This design comes from an exercise in tuning for small area on the open sky130 flow, not from production work. Where RTL was checked, it was by simulation tests only, not by an equivalence proof against the original. Power and IR drop assume default switching activity.

==> module cfu_mac_mul_iter, before the edit <==
module cfu_mac_mul_iter (
  input  logic [32:0] win_i,
  input  logic [31:0] mcand_i,
  input  logic        msign_i,
  input  logic        nz_i,
  input  logic        neg_i,
  input  logic [1:0]  pend_i,
  input  logic        top_i,
  output logic [32:0] win_o,
  output logic [1:0]  pend_o
);
  logic [31:0] z_lo;
  logic [2:0]  z_hi, q;
  logic [34:0] y;
  logic [35:0] c;
  assign z_lo = {32{nz_i}} & (mcand_i ^ {32{neg_i}});
  assign z_hi = {3{nz_i & (msign_i ^ neg_i)}};
  assign q    = z_hi + {pend_i[1], pend_i} + {2'b00, top_i};
  assign y = {q, z_lo};
  assign c[0] = neg_i;
  for (genvar i = 0; i < 35; i++) begin : g_rc
    logic x;
    assign x = (i < 33) ? win_i[i] : 1'b0;
    logic p;
    assign p = x ^ y[i];
    assign c[i+1] = p ? c[i] : x;
    assign win_o_t[i] = p ^ c[i];
  end
  logic [34:0] win_o_t;
  assign win_o = win_o_t[32:0];
  assign pend_o = win_o_t[34:33];
endmodule
export LEC_CHECK = 0
export CAP_MARGIN = 20
export CORE_MARGIN = 2
export CORE_UTILIZATION = 60
export CTS_BUF_LIST = sky130_fd_sc_hd__clkbuf_16
export CTS_CLUSTER_DIAMETER = 80
export CTS_CLUSTER_SIZE = 25
export SLEW_MARGIN = 20
create_clock -name core_clock -period 10.0 [get_ports {clk_i}]
standard.sh (not shown) runs the stock make flow with config.mk's settings and CLKGATE_MAP_FILE= SYNTH_SCRIPT=/design/flow/synth_recipe.tcl, a recipe that flattens the netlist after the stock synthesis.
==> flow/flow/run.sh <==
#!/bin/bash
# The standard layout (standard.sh), with two changes:
#  - synthesis maps the logic with an area-oriented ABC script (flow/synth.tcl)
#    and leaves adders to ABC instead of mapping them to full-adder cells;
#  - the port buffers are sky130_fd_sc_hd__buf_1 cells.
set -euo pipefail
here=$(pwd)
export MY_ABC_SCRIPT=$here/flow/abc_area.script
bash standard.sh SYNTH_SCRIPT=$here/flow/synth.tcl ADDER_MAP_FILE= \
  "BUFFER_PORTS_ARGS=-buffer_cell sky130_fd_sc_hd__buf_1" finish > $here/flow_make.log 2>&1
==> flow/flow/abc_area.script <==
&get -n
&st
&dc2
&dch -f
&nf -R 1000 -p -F 8 -A 4
&put
==> flow/flow/synth.tcl <==
proc synth {args} { yosys synth -nofsm -noshare {*}$args }
proc abc {args} {
  set i [lsearch -exact $args -script]
  if {$i >= 0 && [info exists ::env(MY_ABC_SCRIPT)]} { lset args [expr {$i+1}] $::env(MY_ABC_SCRIPT) }
  yosys abc {*}$args
}
source $::env(SCRIPTS_DIR)/synth.tcl
# left out here: clear keep_hierarchy, flatten, clean up, hide names made inside functions, write 1_2_yosys.v
Change:
--- a/flow/design.v
+++ b/flow/design.v
@@ -18,40 +18,37 @@
   localparam int unsigned CtrlOpW    = 3;
   localparam int unsigned CtrlIdxLsb = 3;
   localparam int unsigned CtrlIdxW   = 5;
 endpackage
 module cfu_mac_mul_iter (
-  input  logic [32:0] win_i,
-  input  logic [31:0] mcand_i,
-  input  logic        msign_i,
-  input  logic        nz_i,
-  input  logic        neg_i,
-  input  logic [1:0]  pend_i,
-  input  logic        top_i,
-  output logic [32:0] win_o,
-  output logic [1:0]  pend_o
+  input  logic [32:0] win_i,      
+  input  logic [31:0] mcand_i,    
+  input  logic        msign_i,    
+  input  logic        nz_i,       
+  input  logic        neg_i,      
+  input  logic [1:0]  pend_i,     
+  input  logic        top_i,      
+  output logic [32:0] win_o,      
+  output logic [1:0]  pend_o      
 );
   logic [31:0] z_lo;
   logic [2:0]  z_hi, q;
-  logic [34:0] y;
+  logic [34:0] x, y, p, s;
   logic [35:0] c;
   assign z_lo = {32{nz_i}} & (mcand_i ^ {32{neg_i}});
   assign z_hi = {3{nz_i & (msign_i ^ neg_i)}};
   assign q    = z_hi + {pend_i[1], pend_i} + {2'b00, top_i};
+  assign x = {2'b00, win_i};
   assign y = {q, z_lo};
+  assign p = x ^ y;
   assign c[0] = neg_i;
   for (genvar i = 0; i < 35; i++) begin : g_rc
-    logic x;
-    assign x = (i < 33) ? win_i[i] : 1'b0;
-    logic p;
-    assign p = x ^ y[i];
-    assign c[i+1] = p ? c[i] : x;
-    assign win_o_t[i] = p ^ c[i];
+    assign c[i+1] = p[i] ? c[i] : x[i];
   end
-  logic [34:0] win_o_t;
-  assign win_o = win_o_t[32:0];
-  assign pend_o = win_o_t[34:33];
+  assign s = p ^ c[34:0];
+  assign win_o  = s[32:0];
+  assign pend_o = s[34:33];
 endmodule
 module cfu_mac #(
   parameter int unsigned XLEN    = 32,
   parameter int unsigned NUM_ACC = 4,
   parameter int unsigned MUL_BPC = 4,
=> With this change the flow finished but fails on setup timing; via count climbs by 3.1%; final area grows by 9.4%; routed wire length increases by 3.9%; setup slack degrades by 4.4 ns; core utilization is higher by 6.5 points; total power goes up by 5.0%; final cell count went up by 4.4%; clock-buffer cell count does not change; global-route usage rises by 0.90 points; combinational power goes up by 30%.
No functional check of the RTL was part of the first run of this note.

---

cfu_mac, a different RTL version from the one above (not shown whole).
Size: ~840 cells after synthesis, ~270 flip-flops, ~0.011 mm^2 of cells after synthesis.
==> module cfu_mac_mul_iter, before the edit <==
module cfu_mac_mul_iter (
  input  logic [32:0] win_i,      
  input  logic [31:0] mcand_i,    
  input  logic        msign_i,    
  input  logic        nz_i,       
  input  logic        neg_i,      
  input  logic [1:0]  pend_i,     
  input  logic        top_i,      
  output logic [32:0] win_o,      
  output logic [1:0]  pend_o      
);
  localparam int W = 36;   
  logic [2:0]   z_hi, q;
  logic [W-1:0] x, y, p, g, c, s;
  logic [W/4:0] cb;
  assign z_hi = {3{nz_i & (msign_i ^ neg_i)}};
  assign q    = z_hi + {pend_i[1], pend_i} + {2'b00, top_i};
  assign x = {3'b000, win_i};
  assign y = {q[2], q, {32{nz_i}} & (mcand_i ^ {32{neg_i}})};
  assign p = x ^ y;
  assign g = x & y;
  assign cb[0] = neg_i;
  for (genvar k = 0; k < W / 4; k++) begin : g_blk
    logic gb, pb;
    assign gb = g[4*k+3] | (p[4*k+3] & g[4*k+2]) | (p[4*k+3] & p[4*k+2] & g[4*k+1]) |
                (p[4*k+3] & p[4*k+2] & p[4*k+1] & g[4*k]);
    assign pb = &p[4*k+3:4*k];
    assign cb[k+1] = gb | (pb & cb[k]);
    assign c[4*k]   = cb[k];
    assign c[4*k+1] = g[4*k] | (p[4*k] & cb[k]);
    assign c[4*k+2] = g[4*k+1] | (p[4*k+1] & g[4*k]) | (p[4*k+1] & p[4*k] & cb[k]);
    assign c[4*k+3] = g[4*k+2] | (p[4*k+2] & g[4*k+1]) | (p[4*k+2] & p[4*k+1] & g[4*k]) |
                      (p[4*k+2] & p[4*k+1] & p[4*k] & cb[k]);
  end
  assign s = p ^ c;
  assign win_o  = s[32:0];
  assign pend_o = s[34:33];
endmodule
==> module cfu_mac, before the edit <==
module cfu_mac #(
  parameter int unsigned XLEN    = 32,
  parameter int unsigned NUM_ACC = 4,
  parameter int unsigned MUL_BPC = 4,
  parameter int unsigned CTRL_W  = 8
) (
  input  logic              clk_i,
  input  logic              rst_ni,
  input  logic              stall_i,
  input  logic              valid_i,
  input  logic [CTRL_W-1:0] cfu_ctrl_i,
  input  logic [XLEN-1:0]   src1_i,
  input  logic [XLEN-1:0]   src2_i,
  output logic              stall_o,
  output logic [XLEN-1:0]   rslt_o
);
  logic [2:0]  op;
  logic [1:0]  idx;
  logic        is_mac, is_macu, is_rdl, is_rdh, is_clr, is_wr;
  logic        multi, last, step, clean;
  logic [5:0]  cnt_q;
  logic [1:0]  pend_q, pend_new;
  logic [3:0]  zero_q;
  logic [63:0] acc_q [4];
  logic [3:0]  sel, sel_lo, sel_top, sel_hi;
  logic [32:0] win_m, win_new;
  logic [31:0] hi_rd;
  logic        bit_b, bit_nx_q, nz, neg, top;
  logic        unused;
  assign op  = cfu_ctrl_i[2:0];
  assign idx = cfu_ctrl_i[4:3];
  assign unused = ^{cfu_ctrl_i[7:5]};
  assign is_mac  = (op == 3'd1);
  assign is_macu = (op == 3'd2);
  assign is_rdl  = (op == 3'd3);
  assign is_rdh  = (op == 3'd4);
  assign is_clr  = (op == 3'd5);
  assign is_wr   = (op == 3'd6);
  assign multi   = is_mac | is_macu | is_rdl | is_clr | is_wr;
  assign last    = (cnt_q == 6'd63);
  assign step    = valid_i && multi && !(last && stall_i);
  assign stall_o = multi && !last;
  assign clean = zero_q[idx] | is_wr;
  for (genvar k = 0; k < 4; k++) begin : g_sel
    assign sel[k]     = (idx == 2'(k));
    assign sel_lo[k]  = sel[k] && !(clean && cnt_q == 6'd0);
    assign sel_top[k] = sel[k] && !(clean && !cnt_q[5]);
    assign sel_hi[k]  = sel[k] && is_rdh && !zero_q[k];
  end
  always_comb begin
    win_m = '0;
    hi_rd = '0;
    for (int k = 0; k < 4; k++) begin
      win_m = win_m | ({sel_top[k], {32{sel_lo[k]}}} & acc_q[k][32:0]);
      hi_rd = hi_rd | ({32{sel_hi[k]}} & acc_q[k][63:32]);
    end
  end
  assign bit_b = (cnt_q == 6'd0) ? src2_i[0] : bit_nx_q;
  assign nz  = ((is_mac | is_macu) && !cnt_q[5] && bit_b) || (is_wr && cnt_q == 6'd0);
  assign neg = is_mac && (cnt_q == 6'd31) && bit_b;
  assign top = is_wr && !cnt_q[5] && bit_b;
  cfu_mac_mul_iter u_step (
    .win_i   (win_m),
    .mcand_i (src1_i),
    .msign_i (is_mac && src1_i[31]),
    .nz_i    (nz),
    .neg_i   (neg),
    .pend_i  (pend_q),
    .top_i   (top),
    .win_o   (win_new),
    .pend_o  (pend_new)
  );
  always_ff @(posedge clk_i or negedge rst_ni) begin
    if (!rst_ni) begin
      cnt_q  <= '0;
      pend_q <= '0;
      bit_nx_q <= 1'b0;
      zero_q <= '1;
    end else begin
      if (step) begin
        cnt_q <= cnt_q + 6'd1;
      end
      pend_q <= (step && cnt_q < 6'd31) ? pend_new : 2'b00;
      bit_nx_q <= src2_i[5'(cnt_q[4:0] + 5'd1)];
      if (step && cnt_q == 6'd31) begin
        zero_q[idx] <= 1'b0;
      end
      if (step && last && is_clr) begin
        zero_q[idx] <= 1'b1;
      end
    end
  end
  for (genvar k = 0; k < 4; k++) begin : g_acc
    always_ff @(posedge clk_i) begin
      if (step && sel[k]) begin
        acc_q[k] <= {win_new[0], acc_q[k][63:33], win_new[32:1]};
      end
    end
  end
  assign rslt_o = (win_m[32:1] & {32{is_mac | is_macu | is_rdl | is_clr}}) | hi_rd;
endmodule
Settings: LEC_CHECK=0, CAP_MARGIN=20, CORE_MARGIN=2, CORE_UTILIZATION=60, CTS_BUF_LIST=sky130_fd_sc_hd__clkbuf_16, CTS_CLUSTER_DIAMETER=80, CTS_CLUSTER_SIZE=25, SLEW_MARGIN=20; clock period 10.0 ns.
Scripts as last shown in full above: flow/flow/run.sh, flow/flow/abc_area.script, flow/flow/synth.tcl
The first run finished clean.
==> next run, changes <==
--- a/flow/design.v
+++ b/flow/design.v
@@ -27,36 +27,27 @@
   input  logic        neg_i,      
   input  logic [1:0]  pend_i,     
   input  logic        top_i,      
   output logic [32:0] win_o,      
   output logic [1:0]  pend_o      
 );
-  localparam int W = 36;   
-  logic [2:0]   z_hi, q;
-  logic [W-1:0] x, y, p, g, c, s;
-  logic [W/4:0] cb;
+  logic [31:0] z_lo;
+  logic [2:0]  z_hi, q;
+  logic [34:0] x, y, p, s;
+  logic [35:0] c;
+  assign z_lo = {32{nz_i}} & (mcand_i ^ {32{neg_i}});
   assign z_hi = {3{nz_i & (msign_i ^ neg_i)}};
   assign q    = z_hi + {pend_i[1], pend_i} + {2'b00, top_i};
-  assign x = {3'b000, win_i};
-  assign y = {q[2], q, {32{nz_i}} & (mcand_i ^ {32{neg_i}})};
+  assign x = {2'b00, win_i};
+  assign y = {q, z_lo};
   assign p = x ^ y;
-  assign g = x & y;
-  assign cb[0] = neg_i;
-  for (genvar k = 0; k < W / 4; k++) begin : g_blk
-    logic gb, pb;
-    assign gb = g[4*k+3] | (p[4*k+3] & g[4*k+2]) | (p[4*k+3] & p[4*k+2] & g[4*k+1]) |
-                (p[4*k+3] & p[4*k+2] & p[4*k+1] & g[4*k]);
-    assign pb = &p[4*k+3:4*k];
-    assign cb[k+1] = gb | (pb & cb[k]);
-    assign c[4*k]   = cb[k];
-    assign c[4*k+1] = g[4*k] | (p[4*k] & cb[k]);
-    assign c[4*k+2] = g[4*k+1] | (p[4*k+1] & g[4*k]) | (p[4*k+1] & p[4*k] & cb[k]);
-    assign c[4*k+3] = g[4*k+2] | (p[4*k+2] & g[4*k+1]) | (p[4*k+2] & p[4*k+1] & g[4*k]) |
-                      (p[4*k+2] & p[4*k+1] & p[4*k] & cb[k]);
+  assign c[0] = neg_i;
+  for (genvar i = 0; i < 35; i++) begin : g_rc
+    assign c[i+1] = p[i] ? c[i] : x[i];
   end
-  assign s = p ^ c;
+  assign s = p ^ c[34:0];
   assign win_o  = s[32:0];
   assign pend_o = s[34:33];
 endmodule
 module cfu_mac #(
   parameter int unsigned XLEN    = 32,
   parameter int unsigned NUM_ACC = 4,
@@ -73,13 +64,13 @@
   output logic              stall_o,
   output logic [XLEN-1:0]   rslt_o
 );
   logic [2:0]  op;
   logic [1:0]  idx;
   logic        is_mac, is_macu, is_rdl, is_rdh, is_clr, is_wr;
-  logic        multi, last, step, clean;
+  logic        multi, last, step;
   logic [5:0]  cnt_q;
   logic [1:0]  pend_q, pend_new;
   logic [3:0]  zero_q;
   logic [63:0] acc_q [4];
   logic [3:0]  sel, sel_lo, sel_top, sel_hi;
   logic [32:0] win_m, win_new;
@@ -96,14 +87,15 @@
   assign is_clr  = (op == 3'd5);
   assign is_wr   = (op == 3'd6);
   assign multi   = is_mac | is_macu | is_rdl | is_clr | is_wr;
   assign last    = (cnt_q == 6'd63);
   assign step    = valid_i && multi && !(last && stall_i);
   assign stall_o = multi && !last;
-  assign clean = zero_q[idx] | is_wr;
   for (genvar k = 0; k < 4; k++) begin : g_sel
+    logic clean;
+    assign clean      = zero_q[k] | is_wr;
     assign sel[k]     = (idx == 2'(k));
     assign sel_lo[k]  = sel[k] && !(clean && cnt_q == 6'd0);
     assign sel_top[k] = sel[k] && !(clean && !cnt_q[5]);
     assign sel_hi[k]  = sel[k] && is_rdh && !zero_q[k];
   end
   always_comb begin
After rerunning: Routed wire length drops by 2.3%; global-route usage fell by 0.18 points; clock-buffer cell count does not change; maximum frequency climbs by 2.1%; sequential power climbs by about 3%.
For the second run of this note, only the layout was checked, not whether the RTL still works.

---

The RTL this note starts from:
==> flow/design.v <==
package cfu_mac_pkg;
  typedef enum logic [2:0] {
    OP_NOP  = 3'd0,
    OP_MAC  = 3'd1,
    OP_MACU = 3'd2,
    OP_RDL  = 3'd3,
    OP_RDH  = 3'd4,
    OP_CLR  = 3'd5,
    OP_WR   = 3'd6,
    OP_RSVD = 3'd7
  } op_e;
  typedef enum logic [1:0] {
    StIdle,
    StBusy,
    StDone
  } state_e;
  localparam int unsigned CtrlOpLsb  = 0;
  localparam int unsigned CtrlOpW    = 3;
  localparam int unsigned CtrlIdxLsb = 3;
  localparam int unsigned CtrlIdxW   = 5;
endpackage
module cfu_mac_mul_iter (
  input  logic [32:0] win_i,      
  input  logic [31:0] mcand_i,    
  input  logic        msign_i,    
  input  logic        nz_i,       
  input  logic        neg_i,      
  input  logic [1:0]  pend_i,     
  input  logic        top_i,      
  output logic [32:0] win_o,      
  output logic [1:0]  pend_o      
);
  localparam int W = 36;   
  logic [2:0]   z_hi, q;
  logic [W-1:0] x, y, p, g, c, s;
  logic [W/4:0] cb;
  assign z_hi = {3{nz_i & (msign_i ^ neg_i)}};
  assign q    = z_hi + {pend_i[1], pend_i} + {2'b00, top_i};
  assign x = {3'b000, win_i};
  assign y = {q[2], q, {32{nz_i}} & (mcand_i ^ {32{neg_i}})};
  assign p = x ^ y;
  assign g = x & y;
  assign cb[0] = neg_i;
  for (genvar k = 0; k < W / 4; k++) begin : g_blk
    logic gb, pb;
    assign gb = g[4*k+3] | (p[4*k+3] & g[4*k+2]) | (p[4*k+3] & p[4*k+2] & g[4*k+1]) |
                (p[4*k+3] & p[4*k+2] & p[4*k+1] & g[4*k]);
    assign pb = &p[4*k+3:4*k];
    assign cb[k+1] = gb | (pb & cb[k]);
    assign c[4*k]   = cb[k];
    assign c[4*k+1] = g[4*k] | (p[4*k] & cb[k]);
    assign c[4*k+2] = g[4*k+1] | (p[4*k+1] & g[4*k]) | (p[4*k+1] & p[4*k] & cb[k]);
    assign c[4*k+3] = g[4*k+2] | (p[4*k+2] & g[4*k+1]) | (p[4*k+2] & p[4*k+1] & g[4*k]) |
                      (p[4*k+2] & p[4*k+1] & p[4*k] & cb[k]);
  end
  assign s = p ^ c;
  assign win_o  = s[32:0];
  assign pend_o = s[34:33];
endmodule
module cfu_mac #(
  parameter int unsigned XLEN    = 32,
  parameter int unsigned NUM_ACC = 4,
  parameter int unsigned MUL_BPC = 4,
  parameter int unsigned CTRL_W  = 8
) (
  input  logic              clk_i,
  input  logic              rst_ni,
  input  logic              stall_i,
  input  logic              valid_i,
  input  logic [CTRL_W-1:0] cfu_ctrl_i,
  input  logic [XLEN-1:0]   src1_i,
  input  logic [XLEN-1:0]   src2_i,
  output logic              stall_o,
  output logic [XLEN-1:0]   rslt_o
);
  logic [2:0]  op;
  logic [1:0]  idx;
  logic        is_mac, is_macu, is_rdl, is_rdh, is_clr, is_wr;
  logic        multi, last, step, clean;
  logic [5:0]  cnt_q;
  logic [1:0]  pend_q, pend_new;
  logic [3:0]  zero_q;
  logic [63:0] acc_q [4];
  logic [3:0]  sel, sel_lo, sel_top, sel_hi;
  logic [32:0] win_m, win_new;
  logic [31:0] hi_rd;
  logic        bit_b, nz, neg, top;
  logic        unused;
  assign op  = cfu_ctrl_i[2:0];
  assign idx = cfu_ctrl_i[4:3];
  assign unused = ^{cfu_ctrl_i[7:5]};
  assign is_mac  = (op == 3'd1);
  assign is_macu = (op == 3'd2);
  assign is_rdl  = (op == 3'd3);
  assign is_rdh  = (op == 3'd4);
  assign is_clr  = (op == 3'd5);
  assign is_wr   = (op == 3'd6);
  assign multi   = is_mac | is_macu | is_rdl | is_clr | is_wr;
  assign last    = (cnt_q == 6'd63);
  assign step    = valid_i && multi && !(last && stall_i);
  assign stall_o = multi && !last;
  assign clean = zero_q[idx] | is_wr;
  for (genvar k = 0; k < 4; k++) begin : g_sel
    assign sel[k]     = (idx == 2'(k));
    assign sel_lo[k]  = sel[k] && !(clean && cnt_q == 6'd0);
    assign sel_top[k] = sel[k] && !(clean && !cnt_q[5]);
    assign sel_hi[k]  = sel[k] && is_rdh && !zero_q[k];
  end
  always_comb begin
    win_m = '0;
    hi_rd = '0;
    for (int k = 0; k < 4; k++) begin
      win_m = win_m | ({sel_top[k], {32{sel_lo[k]}}} & acc_q[k][32:0]);
      hi_rd = hi_rd | ({32{sel_hi[k]}} & acc_q[k][63:32]);
    end
  end
  assign bit_b = src2_i[cnt_q[4:0]];
  assign nz  = ((is_mac | is_macu) && !cnt_q[5] && bit_b) || (is_wr && cnt_q == 6'd0);
  assign neg = is_mac && (cnt_q == 6'd31) && bit_b;
  assign top = is_wr && !cnt_q[5] && bit_b;
  cfu_mac_mul_iter u_step (
    .win_i   (win_m),
    .mcand_i (src1_i),
    .msign_i (is_mac && src1_i[31]),
    .nz_i    (nz),
    .neg_i   (neg),
    .pend_i  (pend_q),
    .top_i   (top),
    .win_o   (win_new),
    .pend_o  (pend_new)
  );
  always_ff @(posedge clk_i or negedge rst_ni) begin
    if (!rst_ni) begin
      cnt_q  <= '0;
      pend_q <= '0;
      zero_q <= '1;
    end else begin
      if (step) begin
        cnt_q <= cnt_q + 6'd1;
      end
      pend_q <= (step && cnt_q < 6'd31) ? pend_new : 2'b00;
      if (step && cnt_q == 6'd31) begin
        zero_q[idx] <= 1'b0;
      end
      if (step && last && is_clr) begin
        zero_q[idx] <= 1'b1;
      end
    end
  end
  for (genvar k = 0; k < 4; k++) begin : g_acc
    always_ff @(posedge clk_i) begin
      if (step && sel[k]) begin
        acc_q[k] <= {win_new[0], acc_q[k][63:33], win_new[32:1]};
      end
    end
  end
  assign rslt_o = (win_m[32:1] & {32{is_mac | is_macu | is_rdl | is_clr}}) | hi_rd;
endmodule
export LEC_CHECK = 0
export CAP_MARGIN = 20
export CORE_MARGIN = 2
export CORE_UTILIZATION = 60
export CTS_BUF_LIST = sky130_fd_sc_hd__clkbuf_16
export CTS_CLUSTER_DIAMETER = 80
export CTS_CLUSTER_SIZE = 25
export SLEW_MARGIN = 20
create_clock -name core_clock -period 10.0 [get_ports {clk_i}]
Scripts as last shown in full above: flow/flow/run.sh, flow/flow/abc_area.script, flow/flow/synth.tcl
Then changed:
--- a/flow/design.v
+++ b/flow/design.v
@@ -76,7 +76,7 @@
   logic [2:0]  op;
   logic [1:0]  idx;
   logic        is_mac, is_macu, is_rdl, is_rdh, is_clr, is_wr;
-  logic        multi, last, step, clean;
+  logic        multi, last, step;
   logic [5:0]  cnt_q;
   logic [1:0]  pend_q, pend_new;
   logic [3:0]  zero_q;
@@ -84,7 +84,7 @@
   logic [3:0]  sel, sel_lo, sel_top, sel_hi;
   logic [32:0] win_m, win_new;
   logic [31:0] hi_rd;
-  logic        bit_b, nz, neg, top;
+  logic        bit_b, bit_nx_q, nz, neg, top;
   logic        unused;
   assign op  = cfu_ctrl_i[2:0];
   assign idx = cfu_ctrl_i[4:3];
@@ -99,8 +99,9 @@
   assign last    = (cnt_q == 6'd63);
   assign step    = valid_i && multi && !(last && stall_i);
   assign stall_o = multi && !last;
-  assign clean = zero_q[idx] | is_wr;
   for (genvar k = 0; k < 4; k++) begin : g_sel
+    logic clean;
+    assign clean      = zero_q[k] | is_wr;
     assign sel[k]     = (idx == 2'(k));
     assign sel_lo[k]  = sel[k] && !(clean && cnt_q == 6'd0);
     assign sel_top[k] = sel[k] && !(clean && !cnt_q[5]);
@@ -114,7 +115,7 @@
       hi_rd = hi_rd | ({32{sel_hi[k]}} & acc_q[k][63:32]);
     end
   end
-  assign bit_b = src2_i[cnt_q[4:0]];
+  assign bit_b = (cnt_q == 6'd0) ? src2_i[0] : bit_nx_q;
   assign nz  = ((is_mac | is_macu) && !cnt_q[5] && bit_b) || (is_wr && cnt_q == 6'd0);
   assign neg = is_mac && (cnt_q == 6'd31) && bit_b;
   assign top = is_wr && !cnt_q[5] && bit_b;
@@ -133,12 +134,14 @@
     if (!rst_ni) begin
       cnt_q  <= '0;
       pend_q <= '0;
+      bit_nx_q <= 1'b0;
       zero_q <= '1;
     end else begin
       if (step) begin
         cnt_q <= cnt_q + 6'd1;
       end
       pend_q <= (step && cnt_q < 6'd31) ? pend_new : 2'b00;
+      bit_nx_q <= src2_i[5'(cnt_q[4:0] + 5'd1)];
       if (step && cnt_q == 6'd31) begin
         zero_q[idx] <= 1'b0;
       end
What happened: Hold slack is worse by 0.014 ns. Worst setup slack is better by 0.32 ns. Cell area shrinks by 2.6%. Count of clock-buffer cells in the layout is unchanged. Clock skew grows by 0.0041 ns. Clock power barely changes. Routed wire length grows by 2.5%. Sequential cell count grows by 1. Combinational power shrinks by 18%. Sequential power hardly moves. Power shrinks by 4.2%. Maximum frequency grows by 3.4%.
No functional check of the RTL was part of any run of this note.

-- separate check: timing with driven ports --
The flow's constraints put no driver on any port. The routed layouts listed below were extracted and timed again, unchanged, in two steps. Step 1: set_driving_cell puts a clkbuf_16 on clk_i and a buf_2 on each other input, an assumption about the parent block. Step 2 times the ports against the registers' clock, not the clock port: input delays grow and output delays shrink by t, the midpoint of the rising clock arrivals with the driver on. a / b / c = ideal / step 1 / step 2; a / b = the first two.
run	shift t [ns]	setup WS [ns]	worst setup path at the end
the first run of note 1	0.528	0.860 / 0.881 / 0.352	input to register
the second run of note 1	0.524	-3.515 / -3.505 / -4.029	input to register
the first run of note 2	0.530	0.613 / 0.638 / 0.108	input to register
the second run of note 2	0.528	0.805 / 0.828 / 0.299	input to register
the first run of note 3	0.520	0.114 / 0.129 / -0.391	input to register
the second run of note 3	0.530	0.438 / 0.463 / -0.067	input to register
Met with ideal ports but missed after step 2: setup timing in the first run of note 3 and the second run of note 3. For the second run of note 1, which loses most, drivers alone change the setup slack by +0.010 ns; drivers and shift together by -0.514 ns.
